Background: an optimization exercise with open tools, aiming at small area, a short achievable clock period and few clock cycles per item. Do not read the settings as production practice.
Where RTL was checked, it was by simulation tests only, not by an equivalence proof against the original.
Power and IR drop assume default switching activity.

## ai_density_engine
module ai_density_engine #(
    parameter int                     GRID       = 10,
    parameter int                     NUM_SHIPS  = 5,
    parameter logic [4*NUM_SHIPS-1:0] SHIP_LENS  = {4'd2, 4'd3, 4'd3, 4'd4, 4'd5},
    parameter int                     CW         = 8,
    parameter int                     HIT_WEIGHT = 4
) (
    input  logic                  clock,
    input  logic                  reset,
    input  logic [1:0]            addr,
    input  logic                  write_en,
    input  logic [GRID*GRID-1:0]  data_in,
    output logic                  wait_request,
    output logic [GRID*GRID+3:0]  data_out
);
==> flow/config.mk <==
export PLATFORM = sky130hd
export DESIGN_NAME = ai_density_engine
export DESIGN_NICKNAME = ai_density_engine
export VERILOG_FILES = /design/flow/design.v
export SDC_FILE = /design/flow/constraint.sdc
export NUM_CORES = 4
export LEC_CHECK = 0
export ABC_AREA = 1
export CAP_MARGIN = 20
export CORE_MARGIN = 2
export CORE_UTILIZATION = 60
export SLEW_MARGIN = 20
export SYNTH_HIERARCHICAL = 1
==> flow/constraint.sdc <==
create_clock -name core_clock -period 70.0 [get_ports {clock}]
set_input_delay 14.0000 -clock core_clock [delete_from_list [all_inputs] [get_ports {clock}]]
set_output_delay 14.0000 -clock core_clock [all_outputs]
set_load 0.01 [all_outputs]
standard.sh (not shown) runs the stock make flow with config.mk's settings and CLKGATE_MAP_FILE= SYNTH_SCRIPT=/design/flow/synth_recipe.tcl, a recipe that flattens the netlist after the stock synthesis.
==> flow/flow/run.sh <==
#!/bin/bash
# Standard layout, with the port buffers made from buf_2 cells instead of the
# default choice of buffer_ports.
set -o pipefail
export BUFFER_PORTS_ARGS="-buffer_cell sky130_fd_sc_hd__buf_2"
bash standard.sh 2>&1 | tee standard.log
The baseline ran to the end with no violations.
Testbench counts at the start, summed over its fixed seeds: cycles 2,688, queries 192.
Edit:
CAP_MARGIN = 60   (was 20)
CORE_UTILIZATION = 70   (was 60)
SLEW_MARGIN = 60   (was 20)
Result:
- With this change the flow ran to the end with violations: antenna rules
- wire length decreases by 0.75%
- clock-buffer cell count does not change
- worst setup slack gains 0.69 ns
- global-route usage increases by 6.6 points
- final area increases by 0.40%
- core utilization increases by 12 points
- die area decreases by 14%
- maximum frequency increases by 2.3%
- via count increases by 3.0%
Edit:
CAP_MARGIN = 45   (was 60)
CORE_UTILIZATION = 60   (was 70)
SLEW_MARGIN = 45   (was 60)
After rerunning: Now the flow went through all stages and came out clean; cell area is about the same; wire length increases by 0.92%; via count is lower by 3.1%; sequential share of layout area barely changes; hold slack stays flat; non-clock buffer count falls by 4; area after synthesis does not change; register-to-register slack got worse by 1.1 ns.
Edit:
CAP_MARGIN = 60   (was 45)
SLEW_MARGIN = 70   (was 45)
Outcome: Synthesized cell count is unchanged; final area climbs by 2.3%; routed wire length rose by about 0.44%; count of clock-buffer cells in the layout increases by 3; power goes down by about 0.3%; non-clock buffer count goes up by 44; core utilization climbs by 1.5 points; sequential power barely changes; global-route usage grows by 0.34 points; area after synthesis does not change; via count came out higher by 0.71%.

== raven ==
ai_density_engine, a different RTL version from the one above (not shown whole).
For scale: ~3900 cells after synthesis, roughly 210 I/O pins.
export LEC_CHECK = 0
export ABC_AREA = 1
export CAP_MARGIN = 60
export CORE_MARGIN = 2
export CORE_UTILIZATION = 60
export CTS_BUF_LIST = sky130_fd_sc_hd__clkbuf_4 sky130_fd_sc_hd__clkbuf_8
export SLEW_MARGIN = 60
export SYNTH_HIERARCHICAL = 1
create_clock -name core_clock -period 70.0 [get_ports {clock}]
Scripts as last shown in full above: flow/flow/run.sh
Testbench counts of raven, summed over its fixed seeds: cycles 2,688, queries 192.
Input changes introduced in nickel (baseline for comparison: raven):
-- flow/config.mk --
<<< raven, line 11
export CORE_UTILIZATION = 60
export CTS_BUF_LIST = sky130_fd_sc_hd__clkbuf_4 sky130_fd_sc_hd__clkbuf_8
export SLEW_MARGIN = 60
>>> nickel, line 11
export CORE_UTILIZATION = 60
export SLEW_MARGIN = 60
### Flow results
nickel: flow completed, timing, DRC and antenna clean. Summary of nickel over raven: height of the die has remained practically unchanged; total power has increased; area after synthesis has remained practically unchanged. Row global routing met1 resource utilization: nickel lower / raven higher.
For pepper, these inputs were changed with respect to nickel:
==> flow/run.sh (new file) <==
#!/bin/bash
# synth_recipe.tcl (not shown) runs the flow's synth.tcl, then flattens the netlist and writes it again
# the make line also repeats each setting of config.mk as NAME=value (left out here)
make -C /OpenROAD-flow-scripts/flow DESIGN_CONFIG=/design/flow/config.mk WORK_HOME=/design/flow/orfs CLKGATE_MAP_FILE= SYNTH_SCRIPT=/design/flow/synth_recipe.tcl finish
removed: flow/flow/run.sh
removed: flow/standard.sh
==> summary.txt <==
- nickel -> pepper: non-clock inverter count in the final layout delta 0, exact match
- The minimum setup slack in the final design in pepper was lower than what nickel gave.
- sky130_fd_sc_hd__clkdlybuf4s50_1 as the critical-path cell with the highest stage delay was reported by pepper, and sky130_fd_sc_hd__nor2_1 by nickel.
- The global routing met2 resource utilization of pepper is lower than that of nickel.
- Delta (pepper minus nickel): net switching power saw a decrease, part of the total power dissipated in sequential elements saw an increase, area growth from synthesis to layout saw an increase.
- pepper vs nickel — static leakage dropped slightly
- Of nickel and pepper, the higher total power after layout belongs to nickel.
- Compared pepper against nickel; sequential cell area within noise.
- Relative to nickel, the total placed instance area measured on pepper has increased by a few percent.
- nickel -> pepper: combinational-cell power consumption decreased by more than 10%

## v6
Another version of the RTL of ai_density_engine (not shown whole).
Size: roughly 4200 cells after synthesis, roughly 210 I/O pins, ~38000 um^2 of cells after synthesis.
export LEC_CHECK = 0
export ABC_AREA = 1
export CAP_MARGIN = 60
export CORE_MARGIN = 2
export CORE_UTILIZATION = 75
export SLEW_MARGIN = 60
export SYNTH_HIERARCHICAL = 1
create_clock -name core_clock -period 70.0 [get_ports {clock}]
run.sh (not shown) runs the stock make flow with config.mk's settings and CLKGATE_MAP_FILE= SYNTH_SCRIPT=/design/flow/synth_recipe.tcl, a recipe that flattens the netlist after the stock synthesis.
Stock flow here: none of the scripts above is used.
No stage failed in v6, and the final checks on the layout all came back clean.
Testbench counts of v6, summed over its fixed seeds: cycles 2,688, queries 192.
#### Input delta (v7 over v6)
- CORE_UTILIZATION now 60, was 75
==> summary.txt <==
- Number of sinks handled by clock tree synthesis: v6 vs v7 identical
- When v7 is set beside v6, its maximum operating frequency turns out to be about 0.9% larger.
- Across both runs, final instance area was higher for v7 than for v6.
- On routed wire length, v7 and v6 are basically level.
- v7 reports a higher overall die area than v6 does.
- Against v6, v7 comes in 19% higher on sum of routed wire segments on met1.
- When v7 is set beside v6, its critical path depth turns out to be 2 smaller.
- On v7: maximum cell stage delay along the critical path is 120 ps lower than what v6 gave.

== oak ==
Another version of the RTL of ai_density_engine (not shown whole).
Size in the first run: ~230 flip-flops, ~210 I/O pins, ~49000 µm² of cells after synthesis.
Settings: LEC_CHECK=0, ABC_AREA=1, CAP_MARGIN=60, CORE_MARGIN=2, CORE_UTILIZATION=60, SLEW_MARGIN=60; clock period 70.0 ns.
oak: done, clean on timing, DRC and antenna
[inputs] pine vs oak
Settings: changing CAP_MARGIN from 60 to 20; changing SLEW_MARGIN from 60 to 20.
Findings:
Between pine and oak, total power is higher for oak, pine comes in under that. ~same routed wire length in pine and oak. pine reports a lower clock network fraction of design power than oak does.
Function was not checked in any run of this note: the RTL went through the layout flow alone.

RTL: one of the versions met above, not the one the previous note started from.
Size in the first run: roughly 4100 cells after synthesis, ~230 flip-flops, about 210 I/O pins, about 34000 µm² of cells after synthesis.
export LEC_CHECK = 0
export ABC_AREA = 1
export CAP_MARGIN = 80
export CORE_MARGIN = 2
export CORE_UTILIZATION = 60
export SLEW_MARGIN = 80
export SYNTH_HIERARCHICAL = 1
create_clock -name core_clock -period 70.0 [get_ports {clock}]
standard.sh (not shown) runs the stock make flow with config.mk's settings and CLKGATE_MAP_FILE= SYNTH_SCRIPT=/design/flow/synth_recipe.tcl, a recipe that flattens the netlist after the stock synthesis.
==> flow/flow/run.sh <==
#!/bin/bash
# Standard layout, with the port buffers made from buf_2 cells instead of the
# default choice of buffer_ports.
set -o pipefail
export BUFFER_PORTS_ARGS="-buffer_cell sky130_fd_sc_hd__buf_2"
bash standard.sh 2>&1 | tee standard.log
Testbench counts at the start, summed over its fixed seeds: cycles 2,688, queries 192.
Rerun with:
- CAP_MARGIN: 80 -> 60
- SLEW_MARGIN: 80 -> 60
What happened:
- The new run finished clean
- power came out lower by 2.1%
- non-clock buffer count came out lower by 130
- sequential share of layout area came out higher by 0.46 points
- die area is unchanged
- worst setup slack improves by 0.47 ns
- global-route usage came out lower by 0.83 points
- cell area came out lower by 5.1%
- worst hold slack barely changes
- count of clock-buffer cells in the layout came out lower by 4

static timing again, ports no longer ideal:
How much do the figures lean on ideal ports? The routed layouts below were timed once more, with nothing changed but the port constraints.
Step 1 (the two cells are an assumption about what drives the block):
set clk [get_ports {clock}]
set_driving_cell -lib_cell sky130_fd_sc_hd__clkbuf_16 $clk
set_driving_cell -lib_cell sky130_fd_sc_hd__buf_2 [delete_from_list [all_inputs] $clk]
Step 2 times the ports against the registers' clock, not the clock port: input delays grow and output delays shrink by t, the midpoint of the rising clock arrivals with the driver on.
Three values: ideal, step 1, step 2; two values: the first two.
run	t, ns	setup slack, ns	worst hold slack (ns)	worst setup path after step 2	cell pins on the clock port's net
the first run of note 1	0.605	39.459 / 39.433 / 39.433	0.455 / 0.455 / 0.455	input to output	1
the second run of note 1	0.611	40.152 / 40.124 / 40.124	0.459 / 0.459 / 0.459	input to output	1
the third run of note 1	0.611	39.898 / 39.878 / 39.878	0.457 / 0.457 / 0.457	input to output	1
the fourth run of note 1	0.603	40.287 / 40.264 / 40.264	0.456 / 0.456 / 0.456	input to output	1
raven	0.635	40.354 / 40.333 / 40.333	0.469 / 0.469 / 0.469	input to output	1
nickel	0.609	40.390 / 40.369 / 40.369	0.469 / 0.469 / 0.469	input to output	1
pepper	0.612	39.557 / 39.532 / 39.532	0.468 / 0.468 / 0.468	input to output	1
v6	0.603	39.271 / 39.209 / 39.209	0.478 / 0.478 / 0.478	input to output	1
v7	0.599	39.540 / 39.509 / 39.509	0.475 / 0.475 / 0.475	input to output	1
oak	0.607	39.159 / 39.136 / 39.136	0.489 / 0.489 / 0.489	input to output	1
pine	0.613	38.433 / 38.409 / 38.409	0.473 / 0.473 / 0.473	input to output	1
the first run of note 5	0.613	39.940 / 39.916 / 39.916	0.466 / 0.466 / 0.466	input to output	1
the second run of note 5	0.607	40.412 / 40.390 / 40.390	0.464 / 0.464 / 0.464	input to output	1
For v6, which loses most, drivers alone change the setup slack by -0.062 ns; drivers and shift together by -0.062 ns.
